Background: an optimization exercise with open tools, aiming at small area, a short achievable clock period and few clock cycles. Do not read the settings as production practice.
In this exercise RTL edits were held to simulation tests only and were not proved equivalent to the original.
Power figures rest on the tool's default switching activity, not on a simulated workload.

== rev 12 ==
==> module fp_mod_issuer, before the edit <==
module fp_mod_issuer
(
    input  logic           clk,
    input  logic           rst_n,
    input  logic           req_valid,
    output logic           req_ready,
    input  logic [1:0]     req_op,
    input  logic [W-1:0]   req_x,
    input  logic [W-1:0]   req_y,
    output logic           rsp_valid,
    input  logic           rsp_ready,
    output logic [W-1:0]   rsp_data,
    output logic           mod_enable,
    output logic [2*W-1:0] mod_a,
    output logic           mod_a_sign,
    input  logic           mod_done,
    input  logic [W-1:0]   mod_result
);
    localparam int K  = 14;          
    localparam int D  = K / 2;       
    localparam int NS = 5;           
    localparam int AW = W + K + 2;   
    localparam int FW = 2*W - (NS-1)*K;  
    logic           s0v;             
    logic [1:0]     s0op;
    logic [W-1:0]   xr, yr;          
    logic [2:0]     cnt;             
    logic           nfirst;          
    logic           inj;             
    logic [D-1:0]   b_one, b_two, b_neg;  
    logic           fpend;           
    logic           f_as, f_sub;     
    logic [AW-1:0]  acc_s, acc_c;
    logic           cu, cv;          
    logic           pneg;            
    logic [(NS-1)*K-1:0] res;        
    logic           mv;              
    logic [2*W-1:0] moda_q;          
    logic           moda_ext;        
    logic           busy;            
    logic           bv;              
    logic           men_q;           
    logic s0_mul, s0_as, s0_sub, s0_red, step_go, step_last, f_fire, x_fire;
    logic moda_free, accept;
    assign s0_mul     = (s0op == OP_MUL);
    assign s0_as      = ~s0op[1];
    assign s0_sub     = (s0op == OP_SUB);
    assign s0_red     = (s0op == OP_RED);
    assign moda_free  = ~mv | mod_enable;
    assign f_fire     = fpend & moda_free;
    assign x_fire     = s0v & s0_red & ~fpend & moda_free;
    assign step_go    = s0v & ~s0_red & (nfirst | ~fpend | f_fire);
    assign step_last  = s0_as | (cnt == 3'(NS - 1));
    assign accept     = req_valid & req_ready;
    assign mod_enable = men_q & (~bv | rsp_ready);
    assign req_ready  = ~s0v | (step_go & step_last) | x_fire;
    assign rsp_valid  = bv;
    assign mod_a      = moda_q | {{(W-1){moda_ext}}, {(W+1){1'b0}}};
    assign mod_a_sign = mod_a[2*W-1];
    logic       s0v_n, fpend_n, mv_n, busy_n, bv_n;
    logic [2:0] cnt_n;
    always_comb begin
        s0v_n   = accept | (s0v & ~(x_fire | (step_go & step_last)));
        cnt_n   = (step_go & ~step_last) ? cnt + 3'd1 : (step_go ? 3'd0 : cnt);
        fpend_n = (step_go & step_last) | (fpend & ~f_fire);
        mv_n    = f_fire | x_fire | (mv & ~mod_enable);
        busy_n  = mod_enable | (busy & ~mod_done);
        bv_n    = mod_done | (bv & ~rsp_ready);
    end
    logic [K:0]   bwin;              
    logic [D-1:0] e_one, e_two, e_neg;
    assign bwin = accept    ? (req_op[1] ? {req_y[K-1:0], 1'b0} : (K+1)'(2)) :
                  step_go   ? {yr[2*K-1:K], yr[K-1]} :
                  inj       ? (K+1)'(2)
                            : {yr[K-1:0], 1'b0};
    always_comb begin
        for (int i = 0; i < D; i++) begin
            e_one[i] = bwin[2*i+1] ^ bwin[2*i];
            e_two[i] = (bwin[2*i+2] & ~bwin[2*i+1] & ~bwin[2*i]) |
                       (~bwin[2*i+2] & bwin[2*i+1] & bwin[2*i]);
            e_neg[i] = bwin[2*i+2];
        end
    end
    logic [W+1:0] s_in, c_in;
    logic [W+1:0] e [D];
    assign s_in = (acc_s[AW-1:K] & {(W+2){nfirst}}) | {~nfirst, s0_sub & ~nfirst, yr & {W{inj}}};
    assign c_in = acc_c[AW-1:K] & {(W+2){nfirst}};
    for (genvar i = 0; i < D; i++) begin : g_row
        logic [W:0] m;
        assign m    = ({1'b0, xr} & {(W+1){b_one[i]}}) | ({xr, 1'b0} & {(W+1){b_two[i]}});
        assign e[i] = {~b_neg[i], m ^ {(W+1){b_neg[i]}}};
    end
    logic [AW-1:0] ns, nc;
    fp_step_csa u_csa (
        .e0(e[0]), .e1(e[1]), .e2(e[2]), .e3(e[3]), .e4(e[4]), .e5(e[5]), .e6(e[6]),
        .neg(b_neg[D-2:0]), .s_in(s_in), .c_in(c_in), .ns(ns), .nc(nc)
    );
    logic [K-1:0] lo0, lo;
    logic         lo_c0, lo_c1;
    fp_add_ks #(K) u_lo (.a(acc_s[K-1:0]), .b({acc_c[K-1:1], cu}), .ci(cv), .s(lo0), .co(lo_c0));
    assign {lo_c1, lo[K-1:K-2]} = {1'b0, lo0[K-1:K-2]} + {2'b0, pneg};
    assign lo[K-3:0] = lo0[K-3:0];
    logic [FW-1:0] fsum;
    logic          fsum_co;
    fp_add_ks #(FW) u_fsum (.a(acc_s[FW-1:0]), .b({acc_c[FW-1:1], cu}), .ci(cv), .s(fsum), .co(fsum_co));
    logic [2*W-1:0] f_val, x_val;
    assign f_val = f_as ? {{(W-1){1'b0}}, fsum[W:0]} : {fsum, res};
    assign x_val = {1'b0, xr[W-2:0], yr};
    function automatic logic [W-1:0] fp_normalise(input logic [W-1:0] r);
        fp_normalise = (r >= P) ? (r - P) : r;
    endfunction
    always_ff @(posedge clk) begin
        if (!rst_n) begin
            s0v        <= 1'b0;
            cnt        <= '0;
            nfirst     <= 1'b0;
            fpend      <= 1'b0;
            mv         <= 1'b0;
            busy       <= 1'b0;
            bv         <= 1'b0;
            men_q      <= 1'b0;
        end else begin
            s0v        <= s0v_n;
            cnt        <= cnt_n;
            nfirst     <= (cnt_n != 3'd0);
            fpend      <= fpend_n;
            mv         <= mv_n;
            busy       <= busy_n;
            bv         <= bv_n;
            men_q      <= mv_n & ~busy_n;
        end
    end
    always_ff @(posedge clk) begin
        if (accept) begin
            s0op <= req_op;
        end
        if (req_ready) begin
            xr  <= req_x;
            yr  <= req_y ^ {W{req_op == OP_SUB}};
            inj <= ~req_op[1];
        end else if (step_go) begin
            yr  <= yr >> K;
            inj <= 1'b0;
        end
        b_one <= e_one;
        b_two <= e_two;
        b_neg <= e_neg;
        if (step_go) begin
            acc_s <= ns;
            acc_c <= nc;
            if (step_last) begin
                f_as  <= s0_as;
                f_sub <= s0_sub;
            end
            pneg <= b_neg[D-1];
            if (!nfirst) begin
                cu <= s0_sub;    
                cv <= 1'b0;
            end else begin
                cu  <= lo_c0 | lo_c1;
                cv  <= lo_c0 & lo_c1;
                res <= {lo[K-1:0], res[(NS-1)*K-1:K]};
            end
        end
        if (f_fire) begin
            moda_q   <= f_val;
            moda_ext <= f_sub & fsum[W];
        end else if (x_fire) begin
            moda_q   <= x_val;
            moda_ext <= 1'b0;
        end
        if (mod_done) begin
            rsp_data <= fp_normalise(mod_result);
        end
    end
endmodule
export LEC_CHECK = 0
export CAP_MARGIN = 20
export CORE_MARGIN = 2
export CORE_UTILIZATION = 56
export CTS_CLUSTER_DIAMETER = 80
export CTS_CLUSTER_SIZE = 22
export PLACE_DENSITY = 0.7
export SETUP_SLACK_MARGIN = 2.5
export SLEW_MARGIN = 20
create_clock -name core_clock -period 6.0 [get_ports {clk}]
standard.sh (not shown) runs the stock make flow with config.mk's settings and CLKGATE_MAP_FILE= SYNTH_SCRIPT=/design/flow/synth_recipe.tcl, a recipe that flattens the netlist after the stock synthesis.
==> flow/flow/run.sh <==
#!/bin/bash
# Own layout flow: the standard synthesis, then removal of the inverters
# that synthesis leaves between full-adder cells (flow/invpush.py, which uses
# FA(~a,~b,~c) = ~FA(a,b,c) and xor2 <-> xnor2 swaps; registers untouched),
# then the standard layout from that netlist.
set -euo pipefail
R=orfs/results/${FLOW_PLATFORM}/fp_mod_issuer/base
bash standard.sh synth > synth.log 2>&1
cp "$R/1_2_yosys.v" "$R/1_2_yosys.std.v"
if python3 flow/invpush.py "$R/1_2_yosys.std.v" "$R/1_2_yosys.inv.v" > invpush.log 2>&1; then
    cp "$R/1_2_yosys.inv.v" "$R/1_2_yosys.v"
    rm -f "$R/1_synth.odb" "$R/1_synth.sdc"
fi
bash standard.sh finish > layout.log 2>&1
Other scripts of this flow, unchanged in this note and not shown: flow/flow/invpush.py
Testbench counts of rev 12, summed over its fixed seeds: cycles 6,219.
Input-level comparison between rev 13 and rev 12:
--- a/flow/design.v
+++ b/flow/design.v
@@ -1668,12 +1668,12 @@
     logic           mv;              
     logic [2*W-1:0] moda_q;          
     logic           moda_ext;        
     logic           busy;            
-    logic           bv;              
-    logic           men_q;           
+    logic           av, bv;          
+    logic [W-1:0]   araw;            
     logic s0_mul, s0_as, s0_sub, s0_red, step_go, step_last, f_fire, x_fire;
-    logic moda_free, accept;
+    logic moda_free, a_move, accept;
     assign s0_mul     = (s0op == OP_MUL);
     assign s0_as      = ~s0op[1];
     assign s0_sub     = (s0op == OP_SUB);
     assign s0_red     = (s0op == OP_RED);
@@ -1682,22 +1682,29 @@
     assign x_fire     = s0v & s0_red & ~fpend & moda_free;
     assign step_go    = s0v & ~s0_red & (nfirst | ~fpend | f_fire);
     assign step_last  = s0_as | (cnt == 3'(NS - 1));
     assign accept     = req_valid & req_ready;
-    assign mod_enable = men_q & (~bv | rsp_ready);
-    assign req_ready  = ~s0v | (step_go & step_last) | x_fire;
+    assign a_move     = av & (~bv | rsp_ready);
     assign rsp_valid  = bv;
     assign mod_a      = moda_q | {{(W-1){moda_ext}}, {(W+1){1'b0}}};
     assign mod_a_sign = mod_a[2*W-1];
-    logic       s0v_n, fpend_n, mv_n, busy_n, bv_n;
+    logic       s0v_n, fpend_n, mv_n, busy_n, av_n, bv_n, men_n, rdy_n;
+    logic [1:0] s0op_n;
     logic [2:0] cnt_n;
     always_comb begin
         s0v_n   = accept | (s0v & ~(x_fire | (step_go & step_last)));
+        s0op_n  = accept ? req_op : s0op;
         cnt_n   = (step_go & ~step_last) ? cnt + 3'd1 : (step_go ? 3'd0 : cnt);
         fpend_n = (step_go & step_last) | (fpend & ~f_fire);
         mv_n    = f_fire | x_fire | (mv & ~mod_enable);
         busy_n  = mod_enable | (busy & ~mod_done);
-        bv_n    = mod_done | (bv & ~rsp_ready);
+        av_n    = mod_done | (av & ~a_move);
+        bv_n    = a_move | (bv & ~rsp_ready);
+        men_n   = mv_n & ~busy_n & ~(av_n & bv_n);
+        rdy_n   = ~s0v_n |
+                  (s0op_n[1] ? (s0op_n[0] ? (~fpend_n & (~mv_n | men_n))
+                                          : (cnt_n == 3'(NS - 1)))
+                             : (~fpend_n | ~mv_n | men_n));
     end
     logic [K:0]   bwin;              
     logic [D-1:0] e_one, e_two, e_neg;
     assign bwin = accept    ? (req_op[1] ? {req_y[K-1:0], 1'b0} : (K+1)'(2)) :
@@ -1747,25 +1754,27 @@
             nfirst     <= 1'b0;
             fpend      <= 1'b0;
             mv         <= 1'b0;
             busy       <= 1'b0;
+            av         <= 1'b0;
             bv         <= 1'b0;
-            men_q      <= 1'b0;
+            mod_enable <= 1'b0;
+            req_ready  <= 1'b1;
         end else begin
             s0v        <= s0v_n;
             cnt        <= cnt_n;
             nfirst     <= (cnt_n != 3'd0);
             fpend      <= fpend_n;
             mv         <= mv_n;
             busy       <= busy_n;
+            av         <= av_n;
             bv         <= bv_n;
-            men_q      <= mv_n & ~busy_n;
+            mod_enable <= men_n;
+            req_ready  <= rdy_n;
         end
     end
     always_ff @(posedge clk) begin
-        if (accept) begin
-            s0op <= req_op;
-        end
+        s0op <= s0op_n;
         if (req_ready) begin
             xr  <= req_x;
             yr  <= req_y ^ {W{req_op == OP_SUB}};
             inj <= ~req_op[1];
@@ -1800,8 +1809,11 @@
             moda_q   <= x_val;
             moda_ext <= 1'b0;
         end
         if (mod_done) begin
-            rsp_data <= fp_normalise(mod_result);
+            araw <= fp_normalise(mod_result);
+        end
+        if (a_move) begin
+            rsp_data <= araw;
         end
     end
 endmodule
For rev 12 and rev 13, there was not a single run that failed to finish clean. Comparing total number of vias for rev 12 and rev 13, the smaller number came from rev 13. On area of the multi-input gates, rev 12 and rev 13 are basically level. Compared with rev 12, rev 13 shows a lower part of the power in registers. As of rev 13, leakage component of the power had risen by a few percent compared to rev 12. Compare rev 12 and rev 13 | share of cells above drive strength 1 lower: rev 12. Going from rev 12 to rev 13, worst voltage drop across the vdd grid grows by about 43%. NOTE: critical path depth in rev 13 exceeds that of rev 12. Comparing the two runs side by side, rev 13 comes out ahead of rev 12 on routed wire length. Rev 13 vs rev 12: final-layout non-clock buffer area share down. Taking rev 12 as the reference point, the die boundary width of rev 13 rises by 6.2 um. On rev 13: share of the final layout cell area in sequential cells is 2.4 points higher than what rev 12 gave. Rev 13 vs rev 12: count of clock-buffer cells in the layout down by a few percent. Sequential power: rev 13 vs rev 12 up about 17%.
Testbench counts of rev 13, summed over its fixed seeds: cycles 6,227.


maple:
Another version of the RTL of fp_mod_issuer (not shown whole).
For scale: roughly 4,300 cells after synthesis, roughly 400 I/O pins, roughly 0.049 mm^2 of cells after synthesis.
==> module fp_mod_issuer, before the edit <==
module fp_mod_issuer
(
    input  logic           clk,
    input  logic           rst_n,
    input  logic           req_valid,
    output logic           req_ready,
    input  logic [1:0]     req_op,
    input  logic [W-1:0]   req_x,
    input  logic [W-1:0]   req_y,
    output logic           rsp_valid,
    input  logic           rsp_ready,
    output logic [W-1:0]   rsp_data,
    output logic           mod_enable,
    output logic [2*W-1:0] mod_a,
    output logic           mod_a_sign,
    input  logic           mod_done,
    input  logic [W-1:0]   mod_result
);
    localparam int K  = 14;          
    localparam int D  = K / 2;       
    localparam int NS = 5;           
    localparam int AW = W + K + 2;   
    localparam int FW = 2*W - (NS-1)*K;  
    logic           s0v;             
    logic [1:0]     s0op;
    logic [W-1:0]   xr, yr;          
    logic [2:0]     cnt;             
    logic           nfirst;          
    logic           inj;             
    logic [D-1:0]   b_one, b_two, b_neg;  
    logic           fpend;           
    logic           f_as, f_sub;     
    logic [AW-1:0]  acc_s, acc_c;
    logic           cu, cv;          
    logic           pneg;            
    logic [(NS-1)*K-1:0] res;        
    logic           mv;              
    logic           busy;            
    logic           av, bv;          
    logic [W-1:0]   araw;
    logic s0_mul, s0_as, s0_sub, s0_red, step_go, step_last, f_fire, x_fire;
    logic moda_free, a_move, accept;
    assign s0_mul     = (s0op == OP_MUL);
    assign s0_as      = ~s0op[1];
    assign s0_sub     = (s0op == OP_SUB);
    assign s0_red     = (s0op == OP_RED);
    assign moda_free  = ~mv | mod_enable;
    assign f_fire     = fpend & moda_free;
    assign x_fire     = s0v & s0_red & ~fpend & moda_free;
    assign step_go    = s0v & ~s0_red & (nfirst | ~fpend | f_fire);
    assign step_last  = s0_as | (cnt == 3'(NS - 1));
    assign accept     = req_valid & req_ready;
    assign a_move     = av & (~bv | rsp_ready);
    assign rsp_valid  = bv;
    assign mod_a_sign = mod_a[2*W-1];
    logic       s0v_n, fpend_n, mv_n, busy_n, av_n, bv_n, men_n, rdy_n;
    logic [1:0] s0op_n;
    logic [2:0] cnt_n;
    always_comb begin
        s0v_n   = accept | (s0v & ~(x_fire | (step_go & step_last)));
        s0op_n  = accept ? req_op : s0op;
        cnt_n   = (step_go & ~step_last) ? cnt + 3'd1 : (step_go ? 3'd0 : cnt);
        fpend_n = (step_go & step_last) | (fpend & ~f_fire);
        mv_n    = f_fire | x_fire | (mv & ~mod_enable);
        busy_n  = mod_enable | (busy & ~mod_done);
        av_n    = mod_done | (av & ~a_move);
        bv_n    = a_move | (bv & ~rsp_ready);
        men_n   = mv_n & ~busy_n & ~(av_n & bv_n);
        rdy_n   = ~s0v_n |
                  (s0op_n[1] ? (s0op_n[0] ? (~fpend_n & (~mv_n | men_n))
                                          : (cnt_n == 3'(NS - 1)))
                             : (~fpend_n | ~mv_n | men_n));
    end
    logic [K:0]   bwin;              
    logic [D-1:0] e_one, e_two, e_neg;
    assign bwin = accept    ? (req_op[1] ? {req_y[K-1:0], 1'b0} : (K+1)'(2)) :
                  step_go   ? {yr[2*K-1:K], yr[K-1]} :
                  inj       ? (K+1)'(2)
                            : {yr[K-1:0], 1'b0};
    always_comb begin
        for (int i = 0; i < D; i++) begin
            e_one[i] = bwin[2*i+1] ^ bwin[2*i];
            e_two[i] = (bwin[2*i+2] & ~bwin[2*i+1] & ~bwin[2*i]) |
                       (~bwin[2*i+2] & bwin[2*i+1] & bwin[2*i]);
            e_neg[i] = bwin[2*i+2];
        end
    end
    logic [W+1:0] s_in, c_in;
    logic [W+1:0] e [D];
    assign s_in = (acc_s[AW-1:K] & {(W+2){nfirst}}) | {~nfirst, s0_sub & ~nfirst, yr & {W{inj}}};
    assign c_in = acc_c[AW-1:K] & {(W+2){nfirst}};
    for (genvar i = 0; i < D; i++) begin : g_row
        logic [W:0] m;
        assign m    = ({1'b0, xr} & {(W+1){b_one[i]}}) | ({xr, 1'b0} & {(W+1){b_two[i]}});
        assign e[i] = {~b_neg[i], m ^ {(W+1){b_neg[i]}}};
    end
    logic [AW-1:0] ns, nc;
    fp_step_csa u_csa (
        .e0(e[0]), .e1(e[1]), .e2(e[2]), .e3(e[3]), .e4(e[4]), .e5(e[5]), .e6(e[6]),
        .neg(b_neg[D-2:0]), .s_in(s_in), .c_in(c_in), .ns(ns), .nc(nc)
    );
    logic [K+1:0] lo;
    assign lo = {2'b0, acc_s[K-1:0]} + {2'b0, acc_c[K-1:1], cu} + {{(K+1){1'b0}}, cv} +
                ((K+2)'(pneg) << (K - 2));
    logic [FW-1:0] fsum;
    logic          fsum_co;
    fp_add_ks #(FW) u_fsum (.a(acc_s[FW-1:0]), .b({acc_c[FW-1:1], cu}), .ci(cv), .s(fsum), .co(fsum_co));
    logic [2*W-1:0] f_val, x_val;
    assign f_val = f_as ? {{(W-1){f_sub & fsum[W]}}, fsum[W:0]} : {fsum, res};
    assign x_val = {1'b0, xr[W-2:0], yr};
    function automatic logic [W-1:0] fp_normalise(input logic [W-1:0] r);
        fp_normalise = (r >= P) ? (r - P) : r;
    endfunction
    always_ff @(posedge clk) begin
        if (!rst_n) begin
            s0v        <= 1'b0;
            cnt        <= '0;
            nfirst     <= 1'b0;
            fpend      <= 1'b0;
            mv         <= 1'b0;
            busy       <= 1'b0;
            av         <= 1'b0;
            bv         <= 1'b0;
            mod_enable <= 1'b0;
            req_ready  <= 1'b1;
        end else begin
            s0v        <= s0v_n;
            cnt        <= cnt_n;
            nfirst     <= (cnt_n != 3'd0);
            fpend      <= fpend_n;
            mv         <= mv_n;
            busy       <= busy_n;
            av         <= av_n;
            bv         <= bv_n;
            mod_enable <= men_n;
            req_ready  <= rdy_n;
        end
    end
    always_ff @(posedge clk) begin
        s0op <= s0op_n;
        if (req_ready) begin
            xr  <= req_x;
            yr  <= req_y ^ {W{req_op == OP_SUB}};
            inj <= ~req_op[1];
        end else if (step_go) begin
            yr  <= yr >> K;
            inj <= 1'b0;
        end
        b_one <= e_one;
        b_two <= e_two;
        b_neg <= e_neg;
        if (step_go) begin
            acc_s <= ns;
            acc_c <= nc;
            if (step_last) begin
                f_as  <= s0_as;
                f_sub <= s0_sub;
            end
            pneg <= b_neg[D-1];
            if (!nfirst) begin
                cu <= s0_sub;    
                cv <= 1'b0;
            end else begin
                cu  <= lo[K] | lo[K+1];
                cv  <= lo[K+1];
                res <= {lo[K-1:0], res[(NS-1)*K-1:K]};
            end
        end
        if (f_fire) begin
            mod_a <= f_val;
        end else if (x_fire) begin
            mod_a <= x_val;
        end
        if (mod_done) begin
            araw <= mod_result;
        end
        if (a_move) begin
            rsp_data <= fp_normalise(araw);
        end
    end
endmodule
export LEC_CHECK = 0
export CAP_MARGIN = 20
export CORE_MARGIN = 2
export CORE_UTILIZATION = 50
export PLACE_DENSITY = 0.65
export SETUP_SLACK_MARGIN = 2.5
export SLEW_MARGIN = 20
create_clock -name core_clock -period 6.0 [get_ports {clk}]
Scripts as last shown in full above: flow/flow/run.sh
Other scripts of this flow, unchanged in this note and not shown: flow/flow/invpush.py
Testbench counts of maple, summed over its fixed seeds: cycles 6,227.
The following lists how oak was set up differently from maple:
--- a/flow/design.v
+++ b/flow/design.v
@@ -1663,15 +1663,17 @@
     logic           f_as, f_sub;     
     logic [AW-1:0]  acc_s, acc_c;
     logic           cu, cv;          
     logic           pneg;            
     logic [(NS-1)*K-1:0] res;        
     logic           mv;              
+    logic [2*W-1:0] moda_q;          
+    logic           moda_ext;        
     logic           busy;            
     logic           av, bv;          
-    logic [W-1:0]   araw;
+    logic [W-1:0]   araw;            
     logic s0_mul, s0_as, s0_sub, s0_red, step_go, step_last, f_fire, x_fire;
     logic moda_free, a_move, accept;
     assign s0_mul     = (s0op == OP_MUL);
     assign s0_as      = ~s0op[1];
     assign s0_sub     = (s0op == OP_SUB);
     assign s0_red     = (s0op == OP_RED);
@@ -1680,12 +1682,13 @@
     assign x_fire     = s0v & s0_red & ~fpend & moda_free;
     assign step_go    = s0v & ~s0_red & (nfirst | ~fpend | f_fire);
     assign step_last  = s0_as | (cnt == 3'(NS - 1));
     assign accept     = req_valid & req_ready;
     assign a_move     = av & (~bv | rsp_ready);
     assign rsp_valid  = bv;
+    assign mod_a      = moda_q | {{(W-1){moda_ext}}, {(W+1){1'b0}}};
     assign mod_a_sign = mod_a[2*W-1];
     logic       s0v_n, fpend_n, mv_n, busy_n, av_n, bv_n, men_n, rdy_n;
     logic [1:0] s0op_n;
     logic [2:0] cnt_n;
     always_comb begin
         s0v_n   = accept | (s0v & ~(x_fire | (step_go & step_last)));
@@ -1727,20 +1730,22 @@
     end
     logic [AW-1:0] ns, nc;
     fp_step_csa u_csa (
         .e0(e[0]), .e1(e[1]), .e2(e[2]), .e3(e[3]), .e4(e[4]), .e5(e[5]), .e6(e[6]),
         .neg(b_neg[D-2:0]), .s_in(s_in), .c_in(c_in), .ns(ns), .nc(nc)
     );
-    logic [K+1:0] lo;
-    assign lo = {2'b0, acc_s[K-1:0]} + {2'b0, acc_c[K-1:1], cu} + {{(K+1){1'b0}}, cv} +
-                ((K+2)'(pneg) << (K - 2));
+    logic [K-1:0] lo0, lo;
+    logic         lo_c0, lo_c1;
+    fp_add_ks #(K) u_lo (.a(acc_s[K-1:0]), .b({acc_c[K-1:1], cu}), .ci(cv), .s(lo0), .co(lo_c0));
+    assign {lo_c1, lo[K-1:K-2]} = {1'b0, lo0[K-1:K-2]} + {2'b0, pneg};
+    assign lo[K-3:0] = lo0[K-3:0];
     logic [FW-1:0] fsum;
     logic          fsum_co;
     fp_add_ks #(FW) u_fsum (.a(acc_s[FW-1:0]), .b({acc_c[FW-1:1], cu}), .ci(cv), .s(fsum), .co(fsum_co));
     logic [2*W-1:0] f_val, x_val;
-    assign f_val = f_as ? {{(W-1){f_sub & fsum[W]}}, fsum[W:0]} : {fsum, res};
+    assign f_val = f_as ? {{(W-1){1'b0}}, fsum[W:0]} : {fsum, res};
     assign x_val = {1'b0, xr[W-2:0], yr};
     function automatic logic [W-1:0] fp_normalise(input logic [W-1:0] r);
         fp_normalise = (r >= P) ? (r - P) : r;
     endfunction
     always_ff @(posedge clk) begin
         if (!rst_n) begin
@@ -1789,24 +1794,26 @@
             end
             pneg <= b_neg[D-1];
             if (!nfirst) begin
                 cu <= s0_sub;    
                 cv <= 1'b0;
             end else begin
-                cu  <= lo[K] | lo[K+1];
-                cv  <= lo[K+1];
+                cu  <= lo_c0 | lo_c1;
+                cv  <= lo_c0 & lo_c1;
                 res <= {lo[K-1:0], res[(NS-1)*K-1:K]};
             end
         end
         if (f_fire) begin
-            mod_a <= f_val;
+            moda_q   <= f_val;
+            moda_ext <= f_sub & fsum[W];
         end else if (x_fire) begin
-            mod_a <= x_val;
+            moda_q   <= x_val;
+            moda_ext <= 1'b0;
         end
         if (mod_done) begin
-            araw <= mod_result;
+            araw <= fp_normalise(mod_result);
         end
         if (a_move) begin
-            rsp_data <= fp_normalise(araw);
+            rsp_data <= araw;
         end
     end
 endmodule
## What came out
oak closes out successfully: all stages finished, all timing, DRC and antenna checks passed.
maple → oak: final cell count decreased 3.8%, via count of the first global-routing pass shows a reduction of about 2%, maximum clock rate about even, clock distribution power dropped 4.0%, placeable core region held steady.
Delta (oak minus maple): sum of internal, switching and leakage power fell 0.0015 W; met2 usage in global routing rose 4.3 points; worst vdd rail ir drop rose 20%; initial antenna violation count rose 1.
Higher combinational group share of total power was reported by maple, not oak.
The final worst slack in oak sits 0.0057 ns above the value recorded for maple.
Post-detailed-route wirelength per cell (lower): oak
Testbench counts of oak, summed over its fixed seeds: cycles 6,227.

-- static timing again, ports no longer ideal --
The flow's constraints put no driver on any port. The routed layouts listed below were extracted and timed again, unchanged, in two steps. Step 1, drivers: a clkbuf_16 drives clk and a buf_2 each remaining input, both assumed. Step 2 also shifts input and output timing later by t, the mid clock arrival at the registers, as if the neighbouring blocks saw the same clock. Three values: no drivers, after step 1, after step 2; two values: the first two.
| run | shift t [ns] | setup WS [ns] | worst setup path after step 2 | slew at the worst register clock pin (ns) | worst slew at a driven data input, ns |
|---|---|---|---|---|---|
| rev 12 | 0.694 | 2.386 / 2.316 / 1.893 | input to register | 0.10 / 0.10 | 0.11 |
| rev 13 | 0.705 | 2.407 / 2.407 / 1.884 | input to register | 0.10 / 0.10 | 0.11 |
| maple | 0.736 | 2.437 / 2.437 / 2.237 | input to register | 0.07 / 0.07 | 0.12 |
| oak | 0.723 | 2.443 / 2.443 / 1.892 | input to register | 0.07 / 0.07 | 0.10 |
After both steps setup and hold are still met in every run listed. For oak, which loses most, drivers alone change the setup slack by 0.000 ns; drivers and shift together by -0.551 ns.
